From an optimization exercise on the open Yosys and OpenROAD flow, aimed at small area; shortcuts taken in it are not production practice.
Function was checked by simulation only, so behaviour that the tests miss may differ from the original.
Power figures rest on the tool's default switching activity, not on a simulated workload.

--- flow/run.sh ---
#!/bin/bash
# The standard layout, with a leaner clock tree (no dummy loads, larger
# sink clusters) and the smallest buffer on each port. The tools' own logs
# stay under orfs/logs; make's output goes to standard.log.
set -u
export CTS_ARGS="-sink_clustering_enable -repair_clock_nets -dont_use_dummy_load -sink_clustering_size 20 -sink_clustering_max_diameter 60 -buf_list sky130_fd_sc_hd__clkbuf_8"
export BUFFER_PORTS_ARGS="-buffer_cell sky130_fd_sc_hd__buf_1"
bash standard.sh > standard.log 2>&1
--- standard.sh ---
#!/bin/bash
# synth_recipe.tcl (not shown) runs the flow's synth.tcl, then flattens the netlist and writes it again
# the make line also repeats each setting of config.mk as NAME=value (left out here)
make -C /OpenROAD-flow-scripts/flow DESIGN_CONFIG=/design/flow/config.mk WORK_HOME=/design/flow/orfs CLKGATE_MAP_FILE= SYNTH_SCRIPT=/design/flow/synth_recipe.tcl "${@:-finish}"
--- design.v ---
package pg_format_pkg;
    localparam int pitch_w     = 13;
    localparam int pdelta_w    = 17;
    localparam int phase_w     = 20;
    localparam int out_phase_w = 10;
    localparam int fnum_base_w = 12;
    typedef struct packed {
        logic [3:0] mcand;
        logic       calcmode;
    } inc_mode1_t;
    typedef struct packed {
        logic [2:0] mcand;
        logic       no_plus4;
        logic       calcmode;
    } inc_mode0_t;
    typedef union packed {
        inc_mode1_t m1;
        inc_mode0_t m0;
    } inc_word_u;
endpackage
package pg_table_pkg;
    function automatic logic [16:0] fnum_rom(input logic [5:0] idx);
        case (idx)
            6'h00: fnum_rom = {12'b010100_010011, 5'b00111};
            6'h01: fnum_rom = {12'b010100_100110, 5'b00111};
            6'h02: fnum_rom = {12'b010100_111001, 5'b00111};
            6'h03: fnum_rom = {12'b010101_001100, 5'b01001};
            6'h04: fnum_rom = {12'b010101_100000, 5'b01001};
            6'h05: fnum_rom = {12'b010101_110100, 5'b01001};
            6'h06: fnum_rom = {12'b010110_001000, 5'b01011};
            6'h07: fnum_rom = {12'b010110_011101, 5'b01001};
            6'h08: fnum_rom = {12'b010110_110010, 5'b01011};
            6'h09: fnum_rom = {12'b010111_000111, 5'b01011};
            6'h0A: fnum_rom = {12'b010111_011101, 5'b01101};
            6'h0B: fnum_rom = {12'b010111_110011, 5'b01101};
            6'h10: fnum_rom = {12'b011000_001001, 5'b01101};
            6'h11: fnum_rom = {12'b011000_011111, 5'b01101};
            6'h12: fnum_rom = {12'b011000_110110, 5'b01111};
            6'h13: fnum_rom = {12'b011001_001101, 5'b01111};
            6'h14: fnum_rom = {12'b011001_100101, 5'b01111};
            6'h15: fnum_rom = {12'b011001_111100, 5'b10001};
            6'h16: fnum_rom = {12'b011010_010101, 5'b10001};
            6'h17: fnum_rom = {12'b011010_101101, 5'b10001};
            6'h18: fnum_rom = {12'b011011_000110, 5'b10011};
            6'h19: fnum_rom = {12'b011011_011111, 5'b10011};
            6'h1A: fnum_rom = {12'b011011_111001, 5'b10101};
            6'h1B: fnum_rom = {12'b011100_010011, 5'b10101};
            6'h20: fnum_rom = {12'b011100_101101, 5'b10101};
            6'h21: fnum_rom = {12'b011101_001000, 5'b10111};
            6'h22: fnum_rom = {12'b011101_100011, 5'b10111};
            6'h23: fnum_rom = {12'b011101_111110, 5'b11001};
            6'h24: fnum_rom = {12'b011110_011010, 5'b11001};
            6'h25: fnum_rom = {12'b011110_110111, 5'b11001};
            6'h26: fnum_rom = {12'b011111_010011, 5'b11011};
            6'h27: fnum_rom = {12'b011111_110000, 5'b11101};
            6'h28: fnum_rom = {12'b100000_001110, 5'b11101};
            6'h29: fnum_rom = {12'b100000_101100, 5'b11101};
            6'h2A: fnum_rom = {12'b100001_001010, 5'b11111};
            6'h2B: fnum_rom = {12'b100001_101001, 5'b11111};
            6'h30: fnum_rom = {12'b100010_001001, 5'b11111};
            6'h31: fnum_rom = {12'b100010_101000, 5'b11110};
            6'h32: fnum_rom = {12'b100011_001001, 5'b11110};
            6'h33: fnum_rom = {12'b100011_101001, 5'b11110};
            6'h34: fnum_rom = {12'b100100_001011, 5'b11110};
            6'h35: fnum_rom = {12'b100100_101100, 5'b11110};
            6'h36: fnum_rom = {12'b100101_001110, 5'b11100};
            6'h37: fnum_rom = {12'b100101_110001, 5'b11100};
            6'h38: fnum_rom = {12'b100110_010100, 5'b11100};
            6'h39: fnum_rom = {12'b100110_111000, 5'b11100};
            6'h3A: fnum_rom = {12'b100111_011100, 5'b11100};
            6'h3B: fnum_rom = {12'b101000_000001, 5'b11100};
            default: fnum_rom = '0;
        endcase
    endfunction
    function automatic logic [11:0] fnum_base_lookup(input logic [5:0] idx);
        logic [16:0] entry;
        entry = fnum_rom(idx);
        fnum_base_lookup = entry[16:5];
    endfunction
    function automatic logic [4:0] fnum_inc_lookup(input logic [5:0] idx);
        logic [16:0] entry;
        entry = fnum_rom(idx);
        fnum_inc_lookup = entry[4:0];
    endfunction
    function automatic logic [3:0] dt1_intensity_offset(input logic [1:0] dt1_lo);
        case (dt1_lo)
            2'd0: dt1_intensity_offset = 4'd0;
            2'd1: dt1_intensity_offset = 4'd8;
            2'd2: dt1_intensity_offset = 4'd10;
            default: dt1_intensity_offset = 4'd11;
        endcase
    endfunction
    function automatic logic [4:0] dt1_base_lookup(input logic odd, input logic [1:0] sel);
        case ({odd, sel})
            3'b0_00: dt1_base_lookup = 5'b10000;
            3'b0_01: dt1_base_lookup = 5'b10001;
            3'b0_10: dt1_base_lookup = 5'b10011;
            3'b0_11: dt1_base_lookup = 5'b10100;
            3'b1_00: dt1_base_lookup = 5'b10110;
            3'b1_01: dt1_base_lookup = 5'b11000;
            3'b1_10: dt1_base_lookup = 5'b11011;
            default: dt1_base_lookup = 5'b11101;
        endcase
    endfunction
endpackage
`timescale 1ns/1ps
import pg_format_pkg::*;
import pg_table_pkg::*;
module pg_fnum_path
(
    input  logic [6:0]          i_kc,
    input  logic [5:0]          i_kf,
    output logic [fnum_base_w-1:0] o_base,
    output logic [5:0]             o_half
);
    logic n_new_n100;
    logic n_new_n101;
    logic n_new_n103;
    logic n_new_n104;
    logic n_new_n105;
    logic n_new_n106;
    logic n_new_n107;
    logic n_new_n108;
    logic n_new_n109;
    logic n_new_n110;
    logic n_new_n111;
    logic n_new_n112;
    logic n_new_n113;
    logic n_new_n114;
    logic n_new_n115;
    logic n_new_n116;
    logic n_new_n117;
    logic n_new_n118;
    logic n_new_n119;
    logic n_new_n120;
    logic n_new_n121;
    logic n_new_n122;
    logic n_new_n123;
    logic n_new_n124;
    logic n_new_n125;
    logic n_new_n127;
    logic n_new_n128;
    logic n_new_n129;
    logic n_new_n130;
    logic n_new_n131;
    logic n_new_n132;
    logic n_new_n133;
    logic n_new_n134;
    logic n_new_n135;
    logic n_new_n136;
    logic n_new_n137;
    logic n_new_n139;
    logic n_new_n140;
    logic n_new_n141;
    logic n_new_n142;
    logic n_new_n143;
    logic n_new_n144;
    logic n_new_n145;
    logic n_new_n147;
    logic n_new_n148;
    logic n_new_n149;
    logic n_new_n150;
    logic n_new_n151;
    logic n_new_n152;
    logic n_new_n153;
    logic n_new_n154;
    logic n_new_n155;
    logic n_new_n156;
    logic n_new_n157;
    logic n_new_n158;
    logic n_new_n159;
    logic n_new_n160;
    logic n_new_n161;
    logic n_new_n163;
    logic n_new_n164;
    logic n_new_n165;
    logic n_new_n166;
    logic n_new_n168;
    logic n_new_n169;
    logic n_new_n170;
    logic n_new_n171;
    logic n_new_n172;
    logic n_new_n174;
    logic n_new_n175;
    logic n_new_n176;
    logic n_new_n177;
    logic n_new_n179;
    logic n_new_n180;
    logic n_new_n181;
    logic n_new_n183;
    logic n_new_n186;
    logic n_new_n187;
    logic n_new_n188;
    logic n_new_n189;
    logic n_new_n190;
    logic n_new_n191;
    logic n_new_n192;
    logic n_new_n193;
    logic n_new_n194;
    logic n_new_n195;
    logic n_new_n196;
    logic n_new_n197;
    logic n_new_n198;
    logic n_new_n199;
    logic n_new_n200;
    logic n_new_n201;
    logic n_new_n202;
    logic n_new_n203;
    logic n_new_n204;
    logic n_new_n205;
    logic n_new_n206;
    logic n_new_n207;
    logic n_new_n208;
    logic n_new_n209;
    logic n_new_n210;
    logic n_new_n211;
    logic n_new_n212;
    logic n_new_n213;
    logic n_new_n214;
    logic n_new_n215;
    logic n_new_n216;
    logic n_new_n217;
    logic n_new_n218;
    logic n_new_n219;
    logic n_new_n220;
    logic n_new_n221;
    logic n_new_n222;
    logic n_new_n223;
    logic n_new_n224;
    logic n_new_n225;
    logic n_new_n226;
    logic n_new_n227;
    logic n_new_n228;
    logic n_new_n229;
    logic n_new_n230;
    logic n_new_n231;
    logic n_new_n232;
    logic n_new_n233;
    logic n_new_n234;
    logic n_new_n235;
    logic n_new_n237;
    logic n_new_n238;
    logic n_new_n239;
    logic n_new_n240;
    logic n_new_n241;
    logic n_new_n242;
    logic n_new_n243;
    logic n_new_n244;
    logic n_new_n245;
    logic n_new_n246;
    logic n_new_n247;
    logic n_new_n248;
    logic n_new_n249;
    logic n_new_n250;
    logic n_new_n251;
    logic n_new_n252;
    logic n_new_n253;
    logic n_new_n254;
    logic n_new_n255;
    logic n_new_n256;
    logic n_new_n257;
    logic n_new_n258;
    logic n_new_n259;
    logic n_new_n260;
    logic n_new_n261;
    logic n_new_n262;
    logic n_new_n263;
    logic n_new_n264;
    logic n_new_n266;
    logic n_new_n267;
    logic n_new_n268;
    logic n_new_n269;
    logic n_new_n270;
    logic n_new_n271;
    logic n_new_n272;
    logic n_new_n273;
    logic n_new_n274;
    logic n_new_n275;
    logic n_new_n276;
    logic n_new_n277;
    logic n_new_n278;
    logic n_new_n279;
    logic n_new_n280;
    logic n_new_n282;
    logic n_new_n283;
    logic n_new_n284;
    logic n_new_n285;
    logic n_new_n287;
    logic n_new_n288;
    logic n_new_n290;
    logic n_new_n32;
    logic n_new_n33;
    logic n_new_n34;
    logic n_new_n35;
    logic n_new_n36;
    logic n_new_n37;
    logic n_new_n38;
    logic n_new_n39;
    logic n_new_n40;
    logic n_new_n41;
    logic n_new_n42;
    logic n_new_n43;
    logic n_new_n44;
    logic n_new_n45;
    logic n_new_n46;
    logic n_new_n47;
    logic n_new_n48;
    logic n_new_n49;
    logic n_new_n50;
    logic n_new_n51;
    logic n_new_n52;
    logic n_new_n53;
    logic n_new_n54;
    logic n_new_n55;
    logic n_new_n56;
    logic n_new_n57;
    logic n_new_n58;
    logic n_new_n59;
    logic n_new_n60;
    logic n_new_n61;
    logic n_new_n62;
    logic n_new_n63;
    logic n_new_n64;
    logic n_new_n65;
    logic n_new_n66;
    logic n_new_n67;
    logic n_new_n68;
    logic n_new_n69;
    logic n_new_n70;
    logic n_new_n71;
    logic n_new_n72;
    logic n_new_n73;
    logic n_new_n75;
    logic n_new_n76;
    logic n_new_n77;
    logic n_new_n78;
    logic n_new_n79;
    logic n_new_n80;
    logic n_new_n81;
    logic n_new_n82;
    logic n_new_n83;
    logic n_new_n84;
    logic n_new_n85;
    logic n_new_n86;
    logic n_new_n87;
    logic n_new_n88;
    logic n_new_n89;
    logic n_new_n90;
    logic n_new_n91;
    logic n_new_n92;
    logic n_new_n93;
    logic n_new_n94;
    logic n_new_n95;
    logic n_new_n96;
    logic n_new_n97;
    logic n_new_n98;
    logic n_new_n99;
    assign n_new_n32 = ~i_kf[4] & ~i_kf[5];
    assign n_new_n33 = i_kc[0] & ~i_kc[3];
    assign n_new_n34 = n_new_n32 & n_new_n33;
    assign n_new_n35 = ~i_kc[1] & n_new_n34;
    assign n_new_n36 = ~i_kc[0] & ~i_kc[1];
    assign n_new_n37 = i_kc[0] & i_kc[1];
    assign n_new_n38 = ~n_new_n36 & ~n_new_n37;
    assign n_new_n39 = ~i_kc[3] & ~i_kf[5];
    assign n_new_n40 = n_new_n38 & n_new_n39;
    assign n_new_n41 = ~n_new_n33 & ~n_new_n40;
    assign n_new_n42 = ~n_new_n35 & ~n_new_n41;
    assign n_new_n43 = ~i_kc[1] & ~i_kc[2];
    assign n_new_n44 = i_kc[0] & ~i_kf[5];
    assign n_new_n45 = n_new_n43 & ~n_new_n44;
    assign n_new_n46 = i_kf[4] & n_new_n45;
    assign n_new_n47 = ~n_new_n42 & n_new_n46;
    assign n_new_n48 = ~i_kc[3] & ~i_kf[4];
    assign n_new_n49 = ~i_kc[0] & ~i_kc[3];
    assign n_new_n50 = ~i_kc[1] & i_kc[3];
    assign n_new_n51 = i_kc[0] & n_new_n50;
    assign n_new_n52 = ~n_new_n43 & ~n_new_n51;
    assign n_new_n53 = ~n_new_n49 & ~n_new_n52;
    assign n_new_n54 = n_new_n48 & n_new_n53;
    assign n_new_n55 = ~n_new_n37 & ~n_new_n54;
    assign n_new_n56 = i_kf[4] & i_kf[5];
    assign n_new_n57 = ~i_kc[0] & ~i_kf[4];
    assign n_new_n58 = i_kc[2] & i_kc[3];
    assign n_new_n59 = ~n_new_n32 & n_new_n58;
    assign n_new_n60 = ~n_new_n57 & n_new_n59;
    assign n_new_n61 = ~n_new_n48 & ~n_new_n50;
    assign n_new_n62 = ~n_new_n49 & n_new_n61;
    assign n_new_n63 = ~n_new_n60 & ~n_new_n62;
    assign n_new_n64 = ~n_new_n56 & ~n_new_n63;
    assign n_new_n65 = ~i_kc[1] & i_kc[2];
    assign n_new_n66 = n_new_n32 & ~n_new_n65;
    assign n_new_n67 = ~n_new_n36 & n_new_n66;
    assign n_new_n68 = ~i_kf[4] & i_kf[5];
    assign n_new_n69 = n_new_n49 & n_new_n68;
    assign n_new_n70 = n_new_n65 & n_new_n69;
    assign n_new_n71 = ~n_new_n67 & ~n_new_n70;
    assign n_new_n72 = ~n_new_n64 & n_new_n71;
    assign n_new_n73 = n_new_n55 & n_new_n72;
    assign o_base[0] = ~n_new_n47 & n_new_n73;
    assign n_new_n75 = ~i_kc[1] & ~i_kc[3];
    assign n_new_n76 = i_kf[4] & ~n_new_n75;
    assign n_new_n77 = ~n_new_n39 & ~n_new_n76;
    assign n_new_n78 = i_kc[0] & n_new_n56;
    assign n_new_n79 = ~i_kc[0] & ~n_new_n56;
    assign n_new_n80 = n_new_n43 & ~n_new_n79;
    assign n_new_n81 = ~n_new_n78 & n_new_n80;
    assign n_new_n82 = ~n_new_n77 & ~n_new_n81;
    assign n_new_n83 = n_new_n51 & ~n_new_n82;
    assign n_new_n84 = ~i_kf[5] & n_new_n49;
    assign n_new_n85 = ~n_new_n65 & n_new_n84;
    assign n_new_n86 = i_kc[1] & ~i_kc[3];
    assign n_new_n87 = n_new_n56 & ~n_new_n86;
    assign n_new_n88 = i_kf[4] & n_new_n49;
    assign n_new_n89 = ~n_new_n87 & n_new_n88;
    assign n_new_n90 = ~n_new_n70 & ~n_new_n89;
    assign n_new_n91 = ~n_new_n85 & n_new_n90;
    assign n_new_n92 = ~i_kc[2] & n_new_n79;
    assign n_new_n93 = n_new_n67 & n_new_n92;
    assign n_new_n94 = i_kc[1] & ~n_new_n57;
    assign n_new_n95 = i_kf[5] & ~n_new_n75;
    assign n_new_n96 = ~n_new_n94 & n_new_n95;
    assign n_new_n97 = ~i_kc[0] & i_kc[3];
    assign n_new_n98 = ~i_kc[2] & n_new_n97;
    assign n_new_n99 = n_new_n96 & n_new_n98;
    assign n_new_n100 = ~n_new_n93 & ~n_new_n99;
    assign n_new_n101 = n_new_n91 & n_new_n100;
    assign o_base[1] = ~(~n_new_n83 & n_new_n101);
    assign n_new_n103 = ~i_kc[0] & n_new_n56;
    assign n_new_n104 = n_new_n43 & n_new_n103;
    assign n_new_n105 = ~i_kc[0] & i_kc[2];
    assign n_new_n106 = i_kf[4] & ~i_kf[5];
    assign n_new_n107 = ~n_new_n105 & n_new_n106;
    assign n_new_n108 = n_new_n38 & n_new_n107;
    assign n_new_n109 = ~n_new_n104 & ~n_new_n108;
    assign n_new_n110 = i_kc[1] & ~i_kc[2];
    assign n_new_n111 = n_new_n69 & n_new_n110;
    assign n_new_n112 = ~n_new_n97 & ~n_new_n105;
    assign n_new_n113 = n_new_n66 & ~n_new_n112;
    assign n_new_n114 = ~n_new_n111 & ~n_new_n113;
    assign n_new_n115 = n_new_n109 & n_new_n114;
    assign n_new_n116 = n_new_n76 & ~n_new_n84;
    assign n_new_n117 = i_kc[1] & i_kc[2];
    assign n_new_n118 = n_new_n97 & n_new_n117;
    assign n_new_n119 = ~i_kf[4] & ~n_new_n118;
    assign n_new_n120 = ~n_new_n116 & ~n_new_n119;
    assign n_new_n121 = i_kc[0] & n_new_n68;
    assign n_new_n122 = i_kc[3] & ~n_new_n121;
    assign n_new_n123 = n_new_n65 & ~n_new_n84;
    assign n_new_n124 = ~n_new_n122 & n_new_n123;
    assign n_new_n125 = ~n_new_n120 & ~n_new_n124;
    assign o_base[2] = ~(n_new_n115 & n_new_n125);
    assign n_new_n127 = i_kc[2] & ~i_kf[5];
    assign n_new_n128 = ~n_new_n77 & ~n_new_n127;
    assign n_new_n129 = ~n_new_n97 & n_new_n128;
    assign n_new_n130 = ~n_new_n50 & ~n_new_n65;
    assign n_new_n131 = ~n_new_n58 & ~n_new_n130;
    assign n_new_n132 = n_new_n68 & n_new_n131;
    assign n_new_n133 = ~n_new_n32 & ~n_new_n56;
    assign n_new_n134 = n_new_n117 & ~n_new_n133;
    assign n_new_n135 = ~n_new_n34 & ~n_new_n37;
    assign n_new_n136 = ~n_new_n134 & n_new_n135;
    assign n_new_n137 = ~n_new_n132 & n_new_n136;
    assign o_base[3] = ~n_new_n129 & n_new_n137;
    assign n_new_n139 = ~n_new_n53 & n_new_n87;
    assign n_new_n140 = ~n_new_n39 & ~n_new_n58;
    assign n_new_n141 = ~n_new_n61 & ~n_new_n140;
    assign n_new_n142 = ~n_new_n128 & n_new_n141;
    assign n_new_n143 = ~n_new_n48 & n_new_n92;
    assign n_new_n144 = ~n_new_n142 & ~n_new_n143;
    assign n_new_n145 = ~n_new_n139 & n_new_n144;
    assign o_base[4] = n_new_n55 & n_new_n145;
    assign n_new_n147 = i_kc[0] & n_new_n131;
    assign n_new_n148 = i_kc[1] & ~n_new_n97;
    assign n_new_n149 = ~i_kf[5] & ~n_new_n148;
    assign n_new_n150 = ~n_new_n131 & n_new_n149;
    assign n_new_n151 = ~n_new_n147 & ~n_new_n150;
    assign n_new_n152 = i_kf[4] & ~n_new_n151;
    assign n_new_n153 = ~i_kc[3] & n_new_n93;
    assign n_new_n154 = n_new_n103 & ~n_new_n117;
    assign n_new_n155 = ~n_new_n96 & ~n_new_n154;
    assign n_new_n156 = n_new_n76 & ~n_new_n155;
    assign n_new_n157 = ~n_new_n110 & n_new_n140;
    assign n_new_n158 = n_new_n57 & n_new_n157;
    assign n_new_n159 = ~n_new_n35 & ~n_new_n158;
    assign n_new_n160 = ~n_new_n156 & n_new_n159;
    assign n_new_n161 = ~n_new_n153 & n_new_n160;
    assign o_base[5] = ~(~n_new_n152 & n_new_n161);
    assign n_new_n163 = n_new_n40 & ~n_new_n93;
    assign n_new_n164 = n_new_n45 & n_new_n133;
    assign n_new_n165 = i_kc[3] & n_new_n164;
    assign n_new_n166 = n_new_n155 & ~n_new_n165;
    assign o_base[6] = ~(~n_new_n163 & n_new_n166);
    assign n_new_n168 = n_new_n56 & n_new_n117;
    assign n_new_n169 = ~n_new_n49 & ~n_new_n157;
    assign n_new_n170 = n_new_n38 & ~n_new_n169;
    assign n_new_n171 = i_kc[3] & n_new_n105;
    assign n_new_n172 = ~n_new_n170 & ~n_new_n171;
    assign o_base[7] = ~n_new_n168 & ~n_new_n172;
    assign n_new_n174 = ~n_new_n103 & ~n_new_n118;
    assign n_new_n175 = ~n_new_n87 & ~n_new_n174;
    assign n_new_n176 = ~i_kc[2] & n_new_n49;
    assign n_new_n177 = n_new_n52 & ~n_new_n176;
    assign o_base[8] = ~(~n_new_n175 & n_new_n177);
    assign n_new_n179 = n_new_n103 & n_new_n117;
    assign n_new_n180 = i_kc[2] & n_new_n49;
    assign n_new_n181 = ~n_new_n131 & ~n_new_n180;
    assign o_base[9] = ~(~n_new_n179 & n_new_n181);
    assign n_new_n183 = i_kc[3] & ~n_new_n43;
    assign o_base[10] = ~n_new_n37 & ~n_new_n183;
    assign o_base[11] = ~n_new_n37 & n_new_n183;
    assign n_new_n186 = i_kc[2] & ~n_new_n36;
    assign n_new_n187 = ~i_kc[3] & ~n_new_n186;
    assign n_new_n188 = n_new_n135 & ~n_new_n187;
    assign n_new_n189 = ~i_kc[3] & n_new_n188;
    assign n_new_n190 = n_new_n43 & n_new_n79;
    assign n_new_n191 = ~n_new_n189 & ~n_new_n190;
    assign n_new_n192 = ~n_new_n37 & n_new_n191;
    assign n_new_n193 = i_kf[2] & n_new_n192;
    assign n_new_n194 = i_kf[3] & n_new_n37;
    assign n_new_n195 = n_new_n142 & ~n_new_n151;
    assign n_new_n196 = ~n_new_n65 & ~n_new_n110;
    assign n_new_n197 = i_kf[5] & ~n_new_n112;
    assign n_new_n198 = ~n_new_n196 & n_new_n197;
    assign n_new_n199 = ~n_new_n85 & ~n_new_n164;
    assign n_new_n200 = ~n_new_n198 & n_new_n199;
    assign n_new_n201 = ~n_new_n195 & n_new_n200;
    assign n_new_n202 = i_kf[2] & ~n_new_n201;
    assign n_new_n203 = ~n_new_n42 & ~n_new_n81;
    assign n_new_n204 = i_kf[3] & n_new_n203;
    assign n_new_n205 = ~n_new_n202 & n_new_n204;
    assign n_new_n206 = i_kf[0] & n_new_n205;
    assign n_new_n207 = ~n_new_n59 & ~n_new_n186;
    assign n_new_n208 = o_base[11] & ~n_new_n207;
    assign n_new_n209 = ~n_new_n37 & ~n_new_n208;
    assign n_new_n210 = ~i_kf[0] & ~n_new_n205;
    assign n_new_n211 = n_new_n209 & ~n_new_n210;
    assign n_new_n212 = ~n_new_n206 & n_new_n211;
    assign n_new_n213 = ~n_new_n194 & ~n_new_n212;
    assign n_new_n214 = n_new_n193 & ~n_new_n213;
    assign n_new_n215 = ~n_new_n193 & n_new_n213;
    assign n_new_n216 = ~n_new_n214 & ~n_new_n215;
    assign n_new_n217 = i_kf[1] & n_new_n209;
    assign n_new_n218 = n_new_n188 & n_new_n217;
    assign n_new_n219 = n_new_n191 & n_new_n217;
    assign n_new_n220 = i_kf[0] & n_new_n188;
    assign n_new_n221 = ~n_new_n219 & ~n_new_n220;
    assign n_new_n222 = i_kf[2] & n_new_n203;
    assign n_new_n223 = i_kf[3] & n_new_n209;
    assign n_new_n224 = ~n_new_n201 & n_new_n223;
    assign n_new_n225 = n_new_n222 & ~n_new_n224;
    assign n_new_n226 = ~n_new_n222 & n_new_n224;
    assign n_new_n227 = ~n_new_n225 & ~n_new_n226;
    assign n_new_n228 = ~n_new_n221 & ~n_new_n227;
    assign n_new_n229 = ~n_new_n218 & ~n_new_n228;
    assign n_new_n230 = i_kf[0] & n_new_n191;
    assign n_new_n231 = ~n_new_n228 & ~n_new_n230;
    assign n_new_n232 = n_new_n218 & ~n_new_n231;
    assign n_new_n233 = ~n_new_n229 & ~n_new_n232;
    assign n_new_n234 = ~n_new_n216 & ~n_new_n233;
    assign n_new_n235 = n_new_n216 & n_new_n233;
    assign o_half[0] = ~n_new_n234 & ~n_new_n235;
    assign n_new_n237 = ~i_kf[0] & n_new_n202;
    assign n_new_n238 = ~n_new_n208 & ~n_new_n237;
    assign n_new_n239 = n_new_n204 & ~n_new_n238;
    assign n_new_n240 = ~n_new_n214 & ~n_new_n239;
    assign n_new_n241 = i_kf[0] & n_new_n204;
    assign n_new_n242 = n_new_n217 & ~n_new_n241;
    assign n_new_n243 = ~i_kf[1] & n_new_n204;
    assign n_new_n244 = n_new_n209 & ~n_new_n243;
    assign n_new_n245 = i_kf[0] & ~n_new_n244;
    assign n_new_n246 = ~n_new_n242 & ~n_new_n245;
    assign n_new_n247 = i_kf[2] & n_new_n188;
    assign n_new_n248 = i_kf[3] & n_new_n192;
    assign n_new_n249 = ~n_new_n247 & n_new_n248;
    assign n_new_n250 = n_new_n247 & ~n_new_n248;
    assign n_new_n251 = i_kf[2] & i_kf[3];
    assign n_new_n252 = ~n_new_n209 & n_new_n251;
    assign n_new_n253 = n_new_n201 & n_new_n252;
    assign n_new_n254 = ~n_new_n250 & ~n_new_n253;
    assign n_new_n255 = ~n_new_n249 & n_new_n254;
    assign n_new_n256 = ~n_new_n246 & ~n_new_n255;
    assign n_new_n257 = n_new_n246 & n_new_n255;
    assign n_new_n258 = ~n_new_n256 & ~n_new_n257;
    assign n_new_n259 = ~n_new_n240 & n_new_n258;
    assign n_new_n260 = n_new_n240 & ~n_new_n258;
    assign n_new_n261 = ~n_new_n259 & ~n_new_n260;
    assign n_new_n262 = ~n_new_n232 & ~n_new_n235;
    assign n_new_n263 = n_new_n261 & ~n_new_n262;
    assign n_new_n264 = ~n_new_n261 & n_new_n262;
    assign o_half[1] = ~n_new_n263 & ~n_new_n264;
    assign n_new_n266 = ~n_new_n259 & ~n_new_n263;
    assign n_new_n267 = i_kf[1] & ~n_new_n209;
    assign n_new_n268 = n_new_n256 & n_new_n267;
    assign n_new_n269 = i_kf[1] & ~n_new_n242;
    assign n_new_n270 = ~n_new_n256 & ~n_new_n269;
    assign n_new_n271 = i_kf[3] & n_new_n188;
    assign n_new_n272 = ~i_kf[2] & ~n_new_n271;
    assign n_new_n273 = i_kf[3] & n_new_n250;
    assign n_new_n274 = ~n_new_n272 & ~n_new_n273;
    assign n_new_n275 = ~n_new_n270 & n_new_n274;
    assign n_new_n276 = n_new_n270 & ~n_new_n274;
    assign n_new_n277 = ~n_new_n275 & ~n_new_n276;
    assign n_new_n278 = ~n_new_n268 & ~n_new_n277;
    assign n_new_n279 = ~n_new_n266 & n_new_n278;
    assign n_new_n280 = n_new_n266 & ~n_new_n278;
    assign o_half[2] = ~(~n_new_n279 & ~n_new_n280);
    assign n_new_n282 = i_kf[3] & ~n_new_n247;
    assign n_new_n283 = n_new_n266 & ~n_new_n275;
    assign n_new_n284 = ~n_new_n276 & ~n_new_n283;
    assign n_new_n285 = n_new_n282 & ~n_new_n284;
    assign o_half[5] = n_new_n263 & n_new_n267;
    assign n_new_n287 = ~n_new_n282 & ~o_half[5];
    assign n_new_n288 = n_new_n284 & n_new_n287;
    assign o_half[3] = ~(~n_new_n285 & ~n_new_n288);
    assign n_new_n290 = i_kf[3] & ~o_half[5];
    assign o_half[4] = ~n_new_n285 & n_new_n290;
endmodule
`timescale 1ns/1ps
import pg_format_pkg::*;
import pg_table_pkg::*;
module pg_detune_path
(
    input  logic [6:0]          i_kc,
    input  logic [2:0]          i_dt1,
    output logic [4:0]          o_mag,
    output logic                o_neg
);
    logic n_new_n17;
    logic n_new_n18;
    logic n_new_n19;
    logic n_new_n20;
    logic n_new_n21;
    logic n_new_n22;
    logic n_new_n23;
    logic n_new_n24;
    logic n_new_n25;
    logic n_new_n26;
    logic n_new_n27;
    logic n_new_n28;
    logic n_new_n29;
    logic n_new_n30;
    logic n_new_n31;
    logic n_new_n32;
    logic n_new_n33;
    logic n_new_n34;
    logic n_new_n35;
    logic n_new_n36;
    logic n_new_n37;
    logic n_new_n38;
    logic n_new_n39;
    logic n_new_n40;
    logic n_new_n41;
    logic n_new_n42;
    logic n_new_n43;
    logic n_new_n44;
    logic n_new_n45;
    logic n_new_n46;
    logic n_new_n47;
    logic n_new_n48;
    logic n_new_n49;
    logic n_new_n50;
    logic n_new_n51;
    logic n_new_n52;
    logic n_new_n54;
    logic n_new_n55;
    logic n_new_n56;
    logic n_new_n58;
    logic n_new_n59;
    logic n_new_n60;
    logic n_new_n62;
    logic n_new_n63;
    logic n_new_n65;
    logic n_new_n66;
    logic n_new_n67;
    assign n_new_n17 = i_kc[5] & i_dt1[1];
    assign n_new_n18 = i_dt1[0] & i_dt1[1];
    assign n_new_n19 = ~i_kc[4] & ~n_new_n18;
    assign n_new_n20 = ~i_kc[5] & ~i_dt1[1];
    assign n_new_n21 = ~n_new_n17 & ~n_new_n20;
    assign n_new_n22 = ~n_new_n19 & n_new_n21;
    assign n_new_n23 = ~n_new_n17 & ~n_new_n22;
    assign n_new_n24 = i_kc[6] & ~n_new_n23;
    assign n_new_n25 = ~i_dt1[0] & ~i_dt1[1];
    assign n_new_n26 = ~i_kc[6] & n_new_n23;
    assign n_new_n27 = ~n_new_n25 & ~n_new_n26;
    assign n_new_n28 = ~n_new_n24 & n_new_n27;
    assign n_new_n29 = n_new_n19 & ~n_new_n21;
    assign n_new_n30 = ~n_new_n22 & ~n_new_n29;
    assign n_new_n31 = n_new_n28 & n_new_n30;
    assign n_new_n32 = i_kc[4] & i_kc[5];
    assign n_new_n33 = i_kc[6] & n_new_n32;
    assign n_new_n34 = i_kc[2] & ~n_new_n33;
    assign n_new_n35 = i_kc[3] & ~n_new_n33;
    assign n_new_n36 = ~n_new_n34 & ~n_new_n35;
    assign n_new_n37 = i_kc[3] & n_new_n34;
    assign n_new_n38 = ~n_new_n36 & ~n_new_n37;
    assign n_new_n39 = i_kc[4] & n_new_n18;
    assign n_new_n40 = ~n_new_n19 & ~n_new_n39;
    assign n_new_n41 = ~n_new_n35 & n_new_n40;
    assign n_new_n42 = ~n_new_n38 & ~n_new_n41;
    assign n_new_n43 = n_new_n31 & n_new_n42;
    assign n_new_n44 = ~n_new_n25 & n_new_n30;
    assign n_new_n45 = n_new_n24 & n_new_n38;
    assign n_new_n46 = ~n_new_n26 & ~n_new_n45;
    assign n_new_n47 = n_new_n44 & ~n_new_n46;
    assign n_new_n48 = ~n_new_n36 & ~n_new_n40;
    assign n_new_n49 = ~n_new_n30 & n_new_n48;
    assign n_new_n50 = n_new_n28 & n_new_n49;
    assign n_new_n51 = ~n_new_n34 & ~n_new_n41;
    assign n_new_n52 = ~n_new_n25 & ~n_new_n30;
    assign o_mag[3] = n_new_n24 & n_new_n52;
    assign n_new_n54 = n_new_n51 & o_mag[3];
    assign n_new_n55 = ~n_new_n50 & ~n_new_n54;
    assign n_new_n56 = ~n_new_n47 & n_new_n55;
    assign o_mag[0] = ~(~n_new_n43 & n_new_n56);
    assign n_new_n58 = n_new_n30 & ~n_new_n48;
    assign n_new_n59 = n_new_n28 & ~n_new_n58;
    assign n_new_n60 = n_new_n42 & o_mag[3];
    assign o_mag[4] = n_new_n24 & n_new_n44;
    assign n_new_n62 = n_new_n51 & o_mag[4];
    assign n_new_n63 = ~n_new_n60 & ~n_new_n62;
    assign o_mag[1] = ~(~n_new_n59 & n_new_n63);
    assign n_new_n65 = n_new_n42 & o_mag[4];
    assign n_new_n66 = n_new_n48 & o_mag[3];
    assign n_new_n67 = ~n_new_n65 & ~n_new_n66;
    assign o_mag[2] = ~(~n_new_n31 & n_new_n67);
    assign o_neg = i_dt1[2];
endmodule
module pg_octave_detune
(
    input  logic [fnum_base_w-1:0] i_fnum,
    input  logic [2:0]             i_block,
    input  logic [4:0]             i_mag,
    input  logic                   i_neg,
    output logic [pdelta_w-1:0]    o_sum
);
    logic [13:0]            sh1;
    logic [15:0]            sh2;
    logic [18:0]            sh4;
    logic [pdelta_w-1:0]    shifted;
    logic [5:0]             det_lo;
    logic                   det_up, det_dn;
    logic [11:0]            det_hi;
    assign sh1     = i_block[0] ? {1'b0, i_fnum, 1'b0} : {2'b0, i_fnum};
    assign sh2     = i_block[1] ? {sh1, 2'b0} : {2'b0, sh1};
    assign sh4     = i_block[2] ? {sh2[14:0], 4'b0} : {3'b0, sh2};
    assign shifted = sh4[18:2];
    assign det_lo = {1'b0, shifted[4:0]} + {1'b0, i_mag ^ {5{i_neg}}} + {5'b0, i_neg};
    assign det_up = det_lo[5] & ~i_neg;
    assign det_dn = i_neg & ~det_lo[5];
    always_comb begin
        for (int i = 0; i < 12; i++) begin
            det_hi[i] = shifted[5+i] ^ ((det_up & (&(shifted[16:5] | (12'hfff << i))))
                                      | (det_dn & ~(|(shifted[16:5] & ~(12'hfff << i)))));
        end
    end
    assign o_sum = {det_hi, det_lo[4:0]};
endmodule
`timescale 1ns/1ps
import pg_format_pkg::*;
module pg_phase_accum
#(
    parameter int phase_slots = 32
) (
    input  logic                   i_EMUCLK,
    input  logic                   i_rst,
    input  logic [pdelta_w-1:0]    i_sum,
    input  logic [3:0]             i_mul,
    input  logic                   i_phase_rst,
    output logic                   o_live,
    output logic [out_phase_w-1:0] o_phase
);
    logic [5:0]             since_rst;
    logic                   ring_live;
    logic                   stage_live;
    logic                   tap_live;
    logic [phase_w-1:0]     ring [0:phase_slots-1];
    always_ff @(posedge i_EMUCLK) begin
        if (i_rst) begin
            since_rst <= '0;
        end else if (!since_rst[5]) begin
            since_rst <= since_rst + 6'd1;
        end
    end
    assign stage_live = since_rst > 6'd1;
    assign ring_live  = since_rst[5];
    assign tap_live   = since_rst > 6'd4;
    assign o_live     = since_rst > 6'd3;
    logic [phase_w-1:0] next_phase;
    pg_mac u_mac (
        .i_old   (ring[phase_slots-1]),
        .i_old_live (ring_live),
        .i_clear (!stage_live || i_phase_rst),
        .i_sum   (i_sum),
        .i_mul   (i_mul),
        .o_phase (next_phase)
    );
    always_ff @(posedge i_EMUCLK) begin
        ring[0] <= next_phase;
        for (int i = 1; i < phase_slots; i++) begin
            ring[i] <= ring[i-1];
        end
    end
    assign o_phase = tap_live ? ring[4][phase_w-1:phase_w-out_phase_w] : '0;
endmodule
module pg_mac
(
    input  logic [phase_w-1:0]  i_old,
    input  logic                i_old_live,
    input  logic                i_clear,
    input  logic [pdelta_w-1:0] i_sum,
    input  logic [3:0]          i_mul,
    output logic [phase_w-1:0]  o_phase
);
    logic [phase_w-1:0] old_phase;
    logic [phase_w-1:0] row0, row1, row2, row3;
    assign old_phase = i_old_live ? i_old : '0;
    assign row0 = i_mul[0] ? {3'b0, i_sum} : ((i_mul == 4'd0) ? {4'b0, i_sum[16:1]} : '0);
    assign row1 = i_mul[1] ? {2'b0, i_sum, 1'b0} : '0;
    assign row2 = i_mul[2] ? {1'b0, i_sum, 2'b0} : '0;
    assign row3 = i_mul[3] ? {i_sum, 3'b0} : '0;
    assign o_phase = i_clear ? '0 : (old_phase + row0 + row1 + row2 + row3);
endmodule
`timescale 1ns/1ps
import pg_format_pkg::*;
module pg_top #(
    parameter int phase_slots = 32
) (
    input  logic       i_EMUCLK,
    input  logic       i_rst,
    input  logic [6:0] i_kc,
    input  logic [5:0] i_kf,
    input  logic [2:0] i_dt1,
    input  logic [3:0] i_mul,
    input  logic       i_phase_rst,
    output logic [9:0] o_phase,
    output logic [4:0] o_eg_shift
);
    logic [fnum_base_w-1:0] fbase;
    logic [5:0]             fhalf;
    logic [fnum_base_w-1:0] fnum;
    logic [4:0]             det_mag;
    logic                   det_neg;
    logic [fnum_base_w-1:0] fnum_s1;
    logic [4:0]             mag_s1;
    logic                   neg_s1;
    logic [3:0]             mul_s1, mul_s2;
    logic                   prst_s1, prst_s2;
    logic [4:0]             shift_s1, shift_s2, shift_s3, shift_s4;
    logic [pdelta_w-1:0]    sum;
    logic [pdelta_w-1:0]    sum_s2;
    logic                   eg_live;
    pg_fnum_path u_fnum_path (
        .i_kc   (i_kc),
        .i_kf   (i_kf),
        .o_base (fbase),
        .o_half (fhalf)
    );
    assign fnum = fbase + {6'b0, fhalf};
    pg_detune_path u_detune_path (
        .i_kc  (i_kc),
        .i_dt1 (i_dt1),
        .o_mag (det_mag),
        .o_neg (det_neg)
    );
    pg_octave_detune u_octave_detune (
        .i_fnum  (fnum_s1),
        .i_block (shift_s1[4:2]),
        .i_mag   (mag_s1),
        .i_neg   (neg_s1),
        .o_sum   (sum)
    );
    always_ff @(posedge i_EMUCLK) begin
        fnum_s1  <= fnum;
        mag_s1   <= det_mag;
        neg_s1   <= det_neg;
        mul_s1   <= i_mul;
        prst_s1  <= i_phase_rst;
        shift_s1 <= i_kc[6:2];
        sum_s2   <= sum;
        mul_s2   <= mul_s1;
        prst_s2  <= prst_s1;
        shift_s2 <= shift_s1;
        shift_s3 <= shift_s2;
        shift_s4 <= shift_s3;
    end
    pg_phase_accum #(
        .phase_slots (phase_slots)
    ) u_phase_accum (
        .i_EMUCLK    (i_EMUCLK),
        .i_rst       (i_rst),
        .i_sum       (sum_s2),
        .i_mul       (mul_s2),
        .i_phase_rst (prst_s2),
        .o_live      (eg_live),
        .o_phase     (o_phase)
    );
    assign o_eg_shift = eg_live ? shift_s4 : '0;
endmodule
--- config.mk ---
export PLATFORM = sky130hd
export DESIGN_NAME = pg_top
export DESIGN_NICKNAME = pg_top
export VERILOG_FILES = /design/flow/design.v
export SDC_FILE = /design/flow/constraint.sdc
export NUM_CORES = 4
export LEC_CHECK = 0
export CAP_MARGIN = 20
export CORE_MARGIN = 2
export CORE_UTILIZATION = 70
export SLEW_MARGIN = 20
--- constraint.sdc ---
create_clock -name core_clock -period 5.0 [get_ports {i_EMUCLK}]
set_input_delay 1.0000 -clock core_clock [delete_from_list [all_inputs] [get_ports {i_EMUCLK}]]
set_output_delay 1.0000 -clock core_clock [all_outputs]
set_load 0.01 [all_outputs]
==> impl_metrics.tcl, run 1 <==
set metrics [dict create \
    status "finished clean" \
    drt_pass1_iterations 5 \
    ios 38 \
    antenna_found_initial 1 \
    place_inst 1982 \
    synth_fp_nets 1643 \
    globalRoute.totalOverflow 0 \
    syn_to_final_growth_pct 8.832 \
    hold_buffers 0 \
    ant_nets 0 \
    hold_depth 0 \
    hpwl_um 23720 \
    reg2reg_slack_ns 0.25 \
    hold_start "shift_s3[1]" \
    core_area_mm2 0.02855 \
    avgViaCountPerCell 5.181 \
    fp.dieArea_mm2 0.03017 \
    drc_errors 0 \
    finalClockSkew_ns 0.09238 \
    tightestPinTransition_ns 0.7828 \
    finalSetupTns_ns 0 \
    routedWlPerCell_um 16.88 \
    postLayoutCoreUtil_pct 76.85 \
    async_reset_ff_share_pct 0 \
    arrival_ns 5.21 \
    num_vias 10502 \
    clock-sinks 711 \
    final_cells 2027 \
    critical_path_buf_inv_count 4 \
    fp.dieW_um 173.7 \
    slew_violations 0 \
    grt_pass1_wl_um 56280 \
    insertion_delay_ns 0.59 \
    routed_wl_um 34210 \
    postCtsSetupBuffers 0 \
    startpoint_type "input pin" \
    start_util_pct 70.61 \
    layout-drive-gt1-share_pct 10.29 \
    clock_path_buffers 3 \
    hold_class "flip-flop to flip-flop" \
    r2r_start "mul_s2[3]" \
    critPathSlowestCell "fa_2" \
    syn_avg_cell_area_um2 13.34 \
    p_total_w 0.01193 \
    synth_ff_type "dfxtp_1" \
    setup_viol 0 \
    yosys_warnings 5 \
    rr_endpoint "u_phase_accum.ring[0][16]" \
    path_depth 24 \
    leakage_nw 9.378 \
    routabilityCongestion 0.8765 \
    numCtsBuffers 44 \
    die-height_um 173.7 \
    critPathTopFamily "adder cells" \
    row_count 62 \
    dr.first_iter.drc_count 537 \
    nFillCells 1692 \
    path_class "input pin to flip-flop" \
    slowest_delay_ns 0.36 \
    crit_path_max_fanout 3 \
    synth_edf_count 0 \
    ir_drop_uv 457.0 \
    netlist.area_leader.share_pct 70.61 \
    max-slew-margin-rel_pct 47.74 \
    powerDensity_mw_per_mm2 543.8 \
    track_usage_pct 23.52 \
    synth.distinct_cells 73 \
    crit_path_cell_trace "buf_1 > inv_1 > ha_1 > inv_1 > o22ai_1 > a21oi_1 > inv_1 > o21ai_1 > mux2i_1 > nand2_1 > ha_1 > ha_1 > a21oi_1 > a21o_1 > fa_2 > a21oi_2 > mux2_2 > ha_1 > o21ai_0 > a21boi_1 > o21ai_1 > nor2b_2 > nor2_1 > xnor2_1" \
    synthTopCellsByArea "dfxtp_1 (71%), fa_1 (5.3%), ha_1 (3.5%)" \
    syn_area_mm2 0.02016 \
    post-synth-top-area-cell "dfxtp_1" \
    worstPathRequired_ns 5.43 \
    yosys_register_bits 711 \
    h-tree-depth 2 \
    finalNetCount 1776 \
    ff2ff_path_depth 16 \
    postLayoutCellArea_mm2 0.02194 \
    grt_max_degree 24 \
    synthCells 1511 \
    fmax_mhz 209.1 \
    timing.final.hold_violations 0 \
    timing.final.crit_share_pct 95.65 \
    rsz0062_at_grt "no" \
    worstSetupEndpointType "flip-flop" \
    portBuffers 37 \
    grt_pass1_vias 11035 \
    cts_tree "yes" \
    hold_path_end "shift_s4[1]" \
    drv_cap 0 \
    period_needed_ns 4.782 \
    seq_area_frac_synth_pct 70.61 \
    root_buffer "clkbuf_8" \
    clk_pin_slew_ns 0.11 \
    placed_area_mm2 0.02130 \
    cp_common_cell "ha_1" \
]
-- worst max-delay path by stage --
stage | start | end
after floorplan | i_kc[1] | fnum_s1[8]
after global placement | i_kc[1] | fnum_s1[8]
after detailed placement | i_kf[4] | fnum_s1[8]
after CTS | mul_s2[3] | u_phase_accum.ring[0][16]
after global routing | i_kc[1] | fnum_s1[8]
final | i_kf[4] | fnum_s1[8]
-- stage by stage --
stage | hold WS (ns) | setup WS [ns]
2_1_floorplan | 0.3096 | 0.002418
3_3_place_gp | 0.3095 | -0.1890
3_5_place_dp | 0.3121 | -0.2960
4_1_cts | 0.2620 | 0.02945
5_1_grt | 0.2697 | 0.002642
6_report | 0.2662 | 0.2177
-- flip-flops by register name, summed over array words and instances, names as in the netlist, 4 cells and up --
register and count:
shift_s3 5, u_phase_accum.ring 640, shift_s2 5, fnum_s1 12, shift_s1 5, u_phase_accum.since_rst 6
shift_s4 5, sum_s2 17, mag_s1 5, mul_s2 4, mul_s1 4
-- cell type report --
cell class / instances / area, um2 / area share [%]
antenna: 1 / 2.502 / 0.01141
clock buffer: 44 / 605.6 / 2.760
inverter: 75 / 281.5 / 1.283
multi-input combinational: 687 / 5535 / 25.23
sequential: 711 / 14230 / 64.88
tap: 384 / 480.5 / 2.190
timing repair buffer: 125 / 799.5 / 3.644
-- synthesized netlist by cell type (3+ instances only) --
cell type  instances
nor4_1             5
nand2_1           86
buf_1              7
o21ai_1            3
o21ai_0           29
a221oi_1           4
nor2b_1           19
dfxtp_1          711
o21a_1             5
or2_2              4
a21o_1            14
a31oi_1           10
fa_1              53
mux4_2             7
buf_2              4
xnor2_1           23
nand4_1            3
nor3_1            16
a32oi_1            3
and2_1            55
inv_1             73
ha_1              56
clkbuf_1          25
o221ai_1           4
o311ai_0           3
nor3b_1            3
xor2_1            27
a21oi_1           38
nand3_1           17
a22oi_1           19
a22o_1             3
o22ai_1            5
a211oi_1           8
and3_1            10
mux2_2             4
mux2i_1           23
nand2b_1          14
o211ai_1           8
nor2_1            62
o21bai_1           3
a211o_1            3
or3_1              5
-- cells in the final DEF (no fill, tap or decap), types with 5 or more instances in the layout --
cell type  Yosys  final
nor3_1        16     15
nand2b_1      14     14
o21ai_1        3      6
o21ai_0       29     25
buf_1          7     37
a31oi_1       10      9
nor2b_1       19     17
nand2_1       86     86
nand3_1       17     17
and2_1        55     55
or3_1          5      5
a22oi_1       19     19
mux4_2         7      7
xnor2_1       23     23
fa_1          53     52
clkbuf_8       0     44
inv_1         73     72
o211ai_1       8      8
a211oi_1       8      7
a21o_1        14     14
buf_4          0     88
nor2_1        62     62
ha_1          56     55
and3_1        10     10
a21oi_1       38     36
o21a_1         5      5
dfxtp_1      711    711
mux2i_1       23     23
o22ai_1        5      5
xor2_1        27     27
-- what timing repair did --
item	CTS	global route
gates resized for setup	0	7
hold endpoints to repair	0	0
endpoints found under the setup margin	0	7
-- worst reg2reg max path, delay by kind of cell, from the launching register on --
family | cells | cell delay [ns]
AO/OA/AOI/OAI | 5 | 1.12
adder cells (fa/ha/maj) | 4 | 1.89
buffers and inverters | 4 | 0.70
flip-flops | 1 | 0.35
AND/OR/NAND/NOR | 3 | 0.56
-- power breakdown --
group / internal, W / leakage, nW / total, W / switching (W)
logic: 0.00103 / 3.25 / 0.00233 / 0.00129
registers: 0.00685 / 5.81 / 0.00729 / 0.000435
clock network: 0.000795 / 0.316 / 0.00231 / 0.00152
-- routing by layer --
layer	GRT usage (%)	wire, um	up-vias
met1	30.79	15050	4993
met4	7.983	1066	0
met2	40.63	16670	242
met3	3.289	1413	79
met5	0	0	-
li1	-	-	5188
-- cells by family (layout without fill, tap and decap cells) --
group | count (synthesis) | count (layout) | share of synthesized area (%)
simple gates | 309 | 309 | 7.653
other cells | 0 | 1 | 0
mux | 37 | 37 | 2.464
flops | 711 | 711 | 70.61
xor+xnor | 50 | 50 | 2.172
fa+ha+maj | 109 | 109 | 8.739
buf+inv | 113 | 244 | 2.222
compound gates | 182 | 182 | 6.139
==> inputs of run 2 (changes only) <==
--- a/flow/run.sh
+++ b/flow/run.sh
@@ -4,5 +4,6 @@
 # stay under orfs/logs; make's output goes to standard.log.
 set -u
 export CTS_ARGS="-sink_clustering_enable -repair_clock_nets -dont_use_dummy_load -sink_clustering_size 20 -sink_clustering_max_diameter 60 -buf_list sky130_fd_sc_hd__clkbuf_8"
+export RECOVER_POWER=100
 export BUFFER_PORTS_ARGS="-buffer_cell sky130_fd_sc_hd__buf_1"
 bash standard.sh > standard.log 2>&1
--- a/config.mk
+++ b/config.mk
@@ -8,4 +8,5 @@
 export CAP_MARGIN = 20
 export CORE_MARGIN = 2
 export CORE_UTILIZATION = 70
+export GPL_TIMING_DRIVEN = 0
 export SLEW_MARGIN = 20
==> impl_metrics.tcl, run 2 <==
set metrics [dict create \
    die-height_um 173.7 \
    row_count 62 \
    grt_pass1_wl_um 55100 \
    synthTopCellsByArea "dfxtp_1 (71%), fa_1 (5.3%), ha_1 (3.5%)" \
    timing.final.hold_violations 0 \
    arrival_ns 5.34 \
    synth_common_cells "dfxtp_1 (711), nand2_1 (86), inv_1 (73)" \
    start_util_pct 70.61 \
    rr_endpoint "u_phase_accum.ring[0][19]" \
    rsz0062_at_grt "yes" \
    synth.most_common_cell "dfxtp_1" \
    hold_start "shift_s3[0]" \
    ios 38 \
    ff2ff_path_depth 17 \
    track_usage_pct 23.03 \
    worstPathRequired_ns 5.47 \
    crit_path_max_fanout 10 \
    startpoint_type "flip-flop" \
    postLayoutCoreUtil_pct 76.16 \
    layout_commonest_cell "dfxtp_1" \
    status "finished clean" \
    num_vias 10475 \
    final_cell_mix "dfxtp_1 (711), nand2_1 (86), inv_1 (69), nor2_1 (61), and2_1 (53)" \
    nFillCells 1760 \
    finalClockSkew_ns 0.07627 \
    synth_ff_type "dfxtp_1" \
    hpwl_um 23750 \
    yosys_warnings 5 \
    critical_path_buf_inv_count 4 \
    core_area_mm2 0.02855 \
    avgViaCountPerCell 5.288 \
    layout-drive-gt1-share_pct 8.328 \
    netlist.area_leader.share_pct 70.61 \
    syn_to_final_growth_pct 7.852 \
    timing.final.crit_share_pct 97.48 \
    place_inst 1933 \
    clock-sinks 711 \
    path_class "flip-flop to flip-flop" \
    p_total_w 0.01184 \
    drt_pass1_iterations 4 \
    regMostFlops "u_phase_accum.ring" \
    worstSetupEndpointType "flip-flop" \
    hold_depth 0 \
    routedWlPerCell_um 17.17 \
    synthCells 1511 \
    antenna-diode-count 0 \
    antenna_found_initial 0 \
    final_cells 1981 \
    hold_path_end "shift_s4[0]" \
    seq_area_frac_synth_pct 70.61 \
    numCtsBuffers 45 \
    max-slew-margin-rel_pct 28.90 \
    ir_drop_uv 393.8 \
    setup_viol 0 \
    synth_fp_nets 1643 \
    grt_max_degree 21 \
    h-tree-depth 2 \
    hold_class "flip-flop to flip-flop" \
    fmax_mhz 205.2 \
    critPathSlowestCell "fa_1" \
    clock_path_buffers 3 \
    slowest_delay_ns 0.56 \
    syn_avg_cell_area_um2 13.34 \
    drv_cap 0 \
    ant_nets 0 \
    insertion_delay_ns 0.59 \
    post-synth-top-area-cell "dfxtp_1" \
    critPathTopFamily "adder cells" \
    top_regs "u_phase_accum.ring x640, sum_s2 x17, fnum_s1 x12" \
    cts_tree "yes" \
    syn_area_mm2 0.02016 \
    root_buffer "clkbuf_8" \
    async_reset_ff_share_pct 0 \
    fp.dieW_um 173.7 \
    reg2reg_slack_ns 0.13 \
    routed_wl_um 34020 \
    globalRoute.totalOverflow 0 \
    fp.dieArea_mm2 0.03017 \
    dr.first_iter.drc_count 515 \
    cp_common_cell "fa_1" \
    finalNetCount 1731 \
    slew_violations 0 \
    powerDensity_mw_per_mm2 544.4 \
    routabilityCongestion 0.8729 \
    grt_pass1_vias 10893 \
    largest_register_ff_count 640 \
    crit_path_cell_trace "clkbuf_2 > nor4_4 > buf_4 > clkbuf_8 > a22oi_1 > fa_1 > inv_1 > fa_1 > fa_1 > ha_1 > a21oi_1 > nor2b_1 > a41o_1 > o22a_2 > a221oi_2 > xnor2_1 > nor2_1" \
    synth.distinct_cells 73 \
    portBuffers 37 \
    drc_errors 0 \
    hold_ws_ns 0.2775 \
    period_needed_ns 4.874 \
    leakage_nw 9.140 \
    tightestPinTransition_ns 1.059 \
    synth_edf_count 0 \
    yosys_register_bits 711 \
    r2r_start "mul_s2[1]" \
    clk_pin_slew_ns 0.11 \
]
## run 2: worst reg2reg max path, cell delays in order, from the launching register on
cell	delay, ns
dfxtp_1	0.32
clkbuf_2	0.22
nor4_4	0.32
buf_4	0.19
clkbuf_8	0.17
a22oi_1	0.10
fa_1	0.56
inv_1	0.06
fa_1	0.53
fa_1	0.52
ha_1	0.38
a21oi_1	0.18
nor2b_1	0.06
a41o_1	0.25
o22a_2	0.25
a221oi_2	0.30
xnor2_1	0.11
nor2_1	0.22
## run 2: kinds of logic after synthesis
logic type | count (synthesis) | synth area share, %
adders and majority gates | 109 | 8.739
xor gates and xnor gates | 50 | 2.172
buffers and inverters | 113 | 2.222
muxes | 37 | 2.464
DFF | 711 | 70.61
and+or+nand+nor | 309 | 7.653
AOI/OAI and AO/OA | 182 | 6.139
## run 2: timing repair
action	4_1_cts	5_1_grt
setup endpoints to repair	19	14
hold buffers	0	0
resized for setup	37	29
endpoints found under the hold margin	0	0
setup buffers	3	4
pin swaps	4	11
## run 2: final cells by class
type	instances	area, um2	share of cell area (%)
Tap cell	384	480.5	2.210
Sequential cell	711	14230	65.47
Inverter	75	285.3	1.312
Multi-Input combinational cell	687	5713	26.28
Buffer	34	209.0	0.9611
Clock buffer	45	619.3	2.849
Timing Repair Buffer	45	200.2	0.9208
## run 2: metal layers
metal	GRT usage (%)	vias up	wire length (um)
met1	29.29	5038	14600
met3	3.618	95	1420
met2	39.48	247	16570
li1	-	5095	-
met5	0	-	0
met4	9.874	0	1428
## run 2: power breakdown
part | internal [W] | total [W] | switching (W)
Sequential | 0.00685 | 0.00727 | 0.000421
Clock | 0.000812 | 0.00232 | 0.00151
Combinational | 0.000971 | 0.00224 | 0.00127
Total | 0.00864 | 0.0118 | 0.00320
## run 2: worst max-delay path by stage
stage | from | end | cells after the start
after floorplan | i_kc[1] | fnum_s1[8] | 23
after global placement | i_kc[1] | fnum_s1[8] | 24
after detailed placement | i_kc[1] | fnum_s1[8] | 24
after CTS | i_kc[1] | fnum_s1[8] | 24
after global routing | i_kc[2] | fnum_s1[11] | 22
final | mul_s2[1] | u_phase_accum.ring[0][19] | 17
## run 2: per-stage QoR
step	worst slack (ns)	TNS [ns]	instance area, um2
final	0.1260	0	21740
after CTS	0.01476	0	21580
after global routing	-0.1092	-0.7273	21740
after detailed placement	-0.9312	-12.57	20820
after floorplan	0.002418	0	20190
after global placement	-0.8490	-9.792	20810
==> inputs of run 3 (changes only) <==
--- a/flow/run.sh
+++ b/flow/run.sh
@@ -4,6 +4,5 @@
 # stay under orfs/logs; make's output goes to standard.log.
 set -u
 export CTS_ARGS="-sink_clustering_enable -repair_clock_nets -dont_use_dummy_load -sink_clustering_size 20 -sink_clustering_max_diameter 60 -buf_list sky130_fd_sc_hd__clkbuf_8"
-export RECOVER_POWER=100
 export BUFFER_PORTS_ARGS="-buffer_cell sky130_fd_sc_hd__buf_1"
 bash standard.sh > standard.log 2>&1
==> impl_metrics.tcl, run 3 <==
set metrics [dict create \
    root_buffer "clkbuf_8" \
    crit_path_cell_trace "clkbuf_2 > nor4_4 > buf_4 > clkbuf_8 > a22oi_1 > fa_1 > inv_1 > fa_1 > fa_1 > ha_1 > a21oi_1 > nor2b_1 > a41o_1 > o22a_2 > a221oi_2 > xnor2_1 > nor2_1" \
    track_usage_pct 23.03 \
    drv_cap 0 \
    regMostFlops "u_phase_accum.ring" \
    cp_common_cell "fa_1" \
    async_reset_ff_share_pct 0 \
    reg2reg_slack_ns 0.12 \
    antenna_found_initial 0 \
    portBuffers 37 \
    routedWlPerCell_um 17.17 \
    arrival_ns 5.35 \
    synth.distinct_cells 73 \
    ios 38 \
    finalClockSkew_ns 0.07638 \
    h-tree-depth 2 \
    grt_max_degree 21 \
    slew_violations 0 \
    finalNetCount 1731 \
    startpoint_type "flip-flop" \
    postLayoutCellArea_mm2 0.02174 \
    routabilityCongestion 0.8729 \
    path_class "flip-flop to flip-flop" \
    hold_ws_ns 0.2775 \
    start_util_pct 70.61 \
    slowest_delay_ns 0.56 \
    synthCells 1511 \
    synth_ff_type "dfxtp_1" \
    period_needed_ns 4.878 \
    ant_nets 0 \
    insertion_delay_ns 0.59 \
    yosys_register_bits 711 \
    tightestPinTransition_ns 1.059 \
    die-height_um 173.7 \
    clock_path_buffers 3 \
    synthTopCellsByArea "dfxtp_1 (71%), fa_1 (5.3%), ha_1 (3.5%)" \
    placed_area_mm2 0.02082 \
    hold_class "flip-flop to flip-flop" \
    grt_pass1_wl_um 55100 \
    setup_viol 0 \
    crit_path_max_fanout 10 \
    num_vias 10491 \
    leakage_nw 9.145 \
    critPathSlowestCell "fa_1" \
    rsz0062_at_grt "yes" \
    synth_edf_count 0 \
    routed_wl_um 34000 \
    drc_errors 0 \
    critPathTopFamily "adder cells" \
    globalRoute.totalOverflow 0 \
    worstSetupEndpointType "flip-flop" \
    cts_tree "yes" \
    timing.final.hold_violations 0 \
    clk_pin_slew_ns 0.11 \
    syn_to_final_growth_pct 7.858 \
    post-synth-top-area-cell "dfxtp_1" \
    ir_drop_uv 393.8 \
    status "finished clean" \
    avgViaCountPerCell 5.296 \
    dr.first_iter.drc_count 514 \
    grt_pass1_vias 10893 \
    antenna-diode-count 0 \
    powerDensity_mw_per_mm2 544.3 \
    synth.most_common_cell "dfxtp_1" \
    netlist.area_leader.share_pct 70.61 \
    timing.final.crit_share_pct 97.56 \
    layout-drive-gt1-share_pct 8.391 \
    critical_path_buf_inv_count 4 \
    largest_register_ff_count 640 \
    yosys_warnings 5 \
    core_area_mm2 0.02855 \
    syn_avg_cell_area_um2 13.34 \
    seq_area_frac_synth_pct 70.61 \
    hpwl_um 23750 \
    worstPathRequired_ns 5.47 \
    top_regs "u_phase_accum.ring x640, sum_s2 x17, fnum_s1 x12" \
    synth_fp_nets 1643 \
    fp.dieArea_mm2 0.03017 \
    fmax_mhz 205.0 \
    max-slew-margin-rel_pct 28.90 \
    layout_commonest_cell "dfxtp_1" \
    numCtsBuffers 45 \
    syn_area_mm2 0.02016 \
    clock-sinks 711 \
    fp.dieW_um 173.7 \
    synth_common_cells "dfxtp_1 (711), nand2_1 (86), inv_1 (73)" \
    drt_pass1_iterations 4 \
    row_count 62 \
    final_cell_mix "dfxtp_1 (711), nand2_1 (86), inv_1 (69), nor2_1 (61), and2_1 (55)" \
]
run 3: cell counts after synthesis:
No cell type changed its count.
run 3: layer usage:
metal	up-vias	GRT usage [%]	part of all wire [%]	routed length, um
met2	253	39.48	49	16600
li1	5096	-	-	-
met1	5045	29.29	43	14530
met5	-	0	0	0
met3	97	3.618	4.2	1437
met4	0	9.874	4.2	1436
run 3: timing repair:
item,in CTS,in global routing
hold buffers,0,0
buffers inserted,3,4
resized for setup,37,29
pin swaps,4,11
endpoints found under the setup margin,19,14
run 3: power breakdown:
group	switching, W	total (W)	internal, W
Combinational	0.00127	0.00224	0.000971
Clock	0.00151	0.00232	0.000812
Sequential	0.000421	0.00727	0.00685
Total	0.00320	0.0118	0.00864
run 3: final timing paths:
kind	cells past startpoint	start	end
max reg2reg	17	mul_s2[1]	u_phase_accum.ring[0][19]
min	0	shift_s3[0]	shift_s4[0]
max	17	mul_s2[1]	u_phase_accum.ring[0][19]
min reg2reg	0	shift_s3[0]	shift_s4[0]
run 3: metrics by stage:
| step | TNS [ns] | power [W] | worst slack, ns | util [%] | cells |
|---|---|---|---|---|---|
| 2_1_floorplan | 0 | 0.008808 | 0.002418 | - | 1511 |
| 3_3_place_gp | -9.792 | 0.009357 | -0.8490 | 72.90 | 1932 |
| 3_5_place_dp | -12.57 | 0.009507 | -0.9312 | 72.94 | 1933 |
| 4_1_cts | 0 | 0.01184 | 0.01476 | 75.59 | 1978 |
| 5_1_grt | -0.3381 | 0.01247 | -0.09678 | 76.16 | 1981 |
| 6_report | 0 | 0.01183 | 0.1220 | 76.16 | 1981 |
run 3: logic make-up (layout without fill, tap and decap cells):
group | count (synthesis) | count (layout) | share of synthesized area, %
flip-flops | 711 | 711 | 70.61
adder cells (fa/ha/maj) | 109 | 109 | 8.739
AND/OR/NAND/NOR | 309 | 309 | 7.653
XOR/XNOR | 50 | 50 | 2.172
buffers and inverters | 113 | 199 | 2.222
AO/OA/AOI/OAI | 182 | 182 | 6.139
multiplexers | 37 | 37 | 2.464
run 3: area by class of cell:
class                           count  area [um2]
Tap cell                          384       480.5
Multi-Input combinational cell    687        5713
Fill cell                        1759        6805
Inverter                           75       285.3
Clock buffer                       45       619.3
Buffer                             34       209.0
Timing Repair Buffer               45       201.4
Sequential cell                   711       14230
run 3: worst register-to-register path: cells and delay by family (launching register included):
family / cells / cell delay [ns]
buffers and inverters: 4 / 0.64
adders and majority gates: 4 / 1.99
AOI/OAI and AO/OA: 5 / 1.08
xor gates and xnor gates: 1 / 0.11
DFF: 1 / 0.32
and+or+nand+nor: 3 / 0.60
==> inputs of run 4 (changes only) <==
--- a/config.mk
+++ b/config.mk
@@ -7,6 +7,6 @@
 export LEC_CHECK = 0
 export CAP_MARGIN = 20
 export CORE_MARGIN = 2
-export CORE_UTILIZATION = 70
+export CORE_UTILIZATION = 60
 export GPL_TIMING_DRIVEN = 0
 export SLEW_MARGIN = 20
==> impl_metrics.tcl, run 4 <==
set metrics [dict create \
    fmax_mhz 208.2 \
    max-slew-margin-rel_pct 53.31 \
    worstPathRequired_ns 5.44 \
    placed_area_mm2 0.02091 \
    sequentialPowerShare_pct 61.9 \
    async_reset_ff_share_pct 0 \
    timing.final.hold_violations 0 \
    finalNetCount 1735 \
    drc_errors 0 \
    power_report.internal_total_w 0.008584 \
    synth_xor_area_share_pct 2.172 \
    hold_start "u_phase_accum.ring[6][8]" \
    multi_input_area_mm2 0.005689 \
    layout.area.seq_mm2 0.01423 \
    reg2reg_slack_ns 0.28 \
    synth_compound_area_share_pct 6.139 \
    yosys_register_bits 711 \
    fp.dieArea_mm2 0.03508 \
    status "finished clean" \
    synth_ff_type "dfxtp_1" \
    synth_top_family_by_area "adder cells" \
    grt_max_degree 21 \
    seq_area_frac_synth_pct 70.61 \
    antenna_found_initial 0 \
    hold_depth 0 \
    tightestPinTransition_ns 0.7003 \
    setup_viol 0 \
    finalClockSkew_ns 0.08899 \
    clock_path_buffers 3 \
    powerDensity_mw_per_mm2 535.0 \
    synth-simple-area-share_pct 7.653 \
    worstSetupEndpointType "flip-flop" \
    grtUsageMet2_pct 28.25 \
    clk_pin_slew_ns 0.11 \
    ir_drop_uv 400.6 \
    hold_buffers 0 \
    fin_ws_ns 0.1980 \
    row_count 67 \
    period_needed_ns 4.802 \
    fp.dieW_um 187.3 \
    postLayoutCoreUtil_pct 65.61 \
    insertion_delay_ns 0.63 \
    grt_pass1_wl_um 50520 \
    globalRoute.totalOverflow 0 \
    top_regs "u_phase_accum.ring x640, sum_s2 x17, fnum_s1 x12" \
    syn_avg_cell_area_um2 13.34 \
    synthTopCellsByArea "dfxtp_1 (71%), fa_1 (5.3%), ha_1 (3.5%)" \
    portBuffers 37 \
    grt_busiest_layer "met2" \
    synthCells 1511 \
    use_met3_pct 3.358 \
    synth_fp_nets 1643 \
    path_class "input pin to flip-flop" \
    track_usage_pct 17.99 \
    drv_cap 0 \
    hold_path_end "u_phase_accum.ring[7][8]" \
    hold_class "flip-flop to flip-flop" \
    ios 38 \
    p_switching_w 0.003098 \
    yosys_warnings 5 \
    syn_area_mm2 0.02016 \
    routabilityCongestion 0.8667 \
    core_area_mm2 0.03328 \
    num_vias 10118 \
    start_util_pct 60.57 \
    synth_common_cells "dfxtp_1 (711), nand2_1 (86), inv_1 (73)" \
    antenna-diode-count 0 \
    numCtsBuffers 44 \
    pre_cts_slack_ns -0.9746 \
    grt_pass1_vias 10130 \
    ant_nets 0 \
]
## run 4: cell counts after synthesis
Identical to the previous run, type by type.
## run 4: timing repair
| action | in CTS | in global routing |
|---|---|---|
| endpoints found under the setup margin | 19 | 15 |
| pin swaps | 2 | 8 |
| setup buffers | 1 | 12 |
| gates resized for setup | 25 | 51 |
## run 4: layout make-up
class | count | share of cell area (%)
sequential | 711 | 65.18
multi-input combinational | 687 | 26.05
clock buffer | 44 | 2.773
tap | 448 | 2.567
inverter | 75 | 1.318
timing repair buffer | 51 | 1.146
buffer | 33 | 0.9569
## run 4: cell families (layout without fill, tap and decap cells)
logic type | count (synthesis) | in the layout
DFF | 711 | 711
xor gates and xnor gates | 50 | 50
AOI/OAI and AO/OA | 182 | 182
muxes | 37 | 37
and+or+nand+nor | 309 | 309
adders and majority gates | 109 | 109
buffers and inverters | 113 | 203
## run 4: metrics by stage
step / setup TNS (ns) / hold slack, ns / std cells
after floorplan: 0 / 0.3096 / 1511
after global placement: -10.35 / 0.3096 / 1996
after detailed placement: -11.13 / 0.3121 / 1997
after CTS: 0 / 0.2659 / 2041
after global routing: -0.006161 / 0.2675 / 2049
final: 0 / 0.2611 / 2049
## run 4: routing by layer
| metal | vias up | share of wire [%] | wire [um] |
|---|---|---|---|
| met5 | - | 0 | 0 |
| met4 | 0 | 3.7 | 1122 |
| met3 | 68 | 4.0 | 1218 |
| met2 | 179 | 45 | 13660 |
| met1 | 4762 | 48 | 14520 |
| li1 | 5109 | - | - |
## run 4: worst max-delay path by stage
stage	endpoint	startpoint	slack (ns)	depth (start not counted)
floorplan	fnum_s1[8]	i_kc[1]	0.002	23
global placement	fnum_s1[8]	i_kc[1]	-0.96	26
detailed placement	fnum_s1[8]	i_kc[1]	-0.97	26
CTS	fnum_s1[8]	i_kf[5]	0.002	24
global route	fnum_s1[8]	i_kc[0]	-0.006	23
finish	fnum_s1[11]	i_kc[1]	0.20	25
## run 4: power by group through the flow
stage / sequential (W) / combinational [W] / clock, W
3_3_place_gp: 0.00733 / 0.00205 / 0
5_1_grt: 0.00736 / 0.00242 / 0.00259
3_5_place_dp: 0.00736 / 0.00207 / 0
6_report: 0.00723 / 0.00215 / 0.00230
2_1_floorplan: 0.00719 / 0.00162 / 0
4_1_cts: 0.00725 / 0.00210 / 0.00239
## run 4: worst max-delay path, cell delays in order
cell and delay, ns:
clkbuf_4 0.15, buf_8 0.15, inv_4 0.11, ha_4 0.18, nand2b_1 0.12, a21oi_2 0.07
o21ai_2 0.17, a21oi_2 0.09, buf_4 0.14, o21ai_2 0.17, mux2i_1 0.19, nand2_1 0.07
ha_1 0.28, ha_1 0.16, a21oi_1 0.06, a21o_1 0.21, fa_2 0.37, a21oi_2 0.17
mux2_2 0.35, ha_1 0.34, nor2b_1 0.16, nor2_2 0.15, o21ai_2 0.10, a31oi_1 0.19
nor2_1 0.07
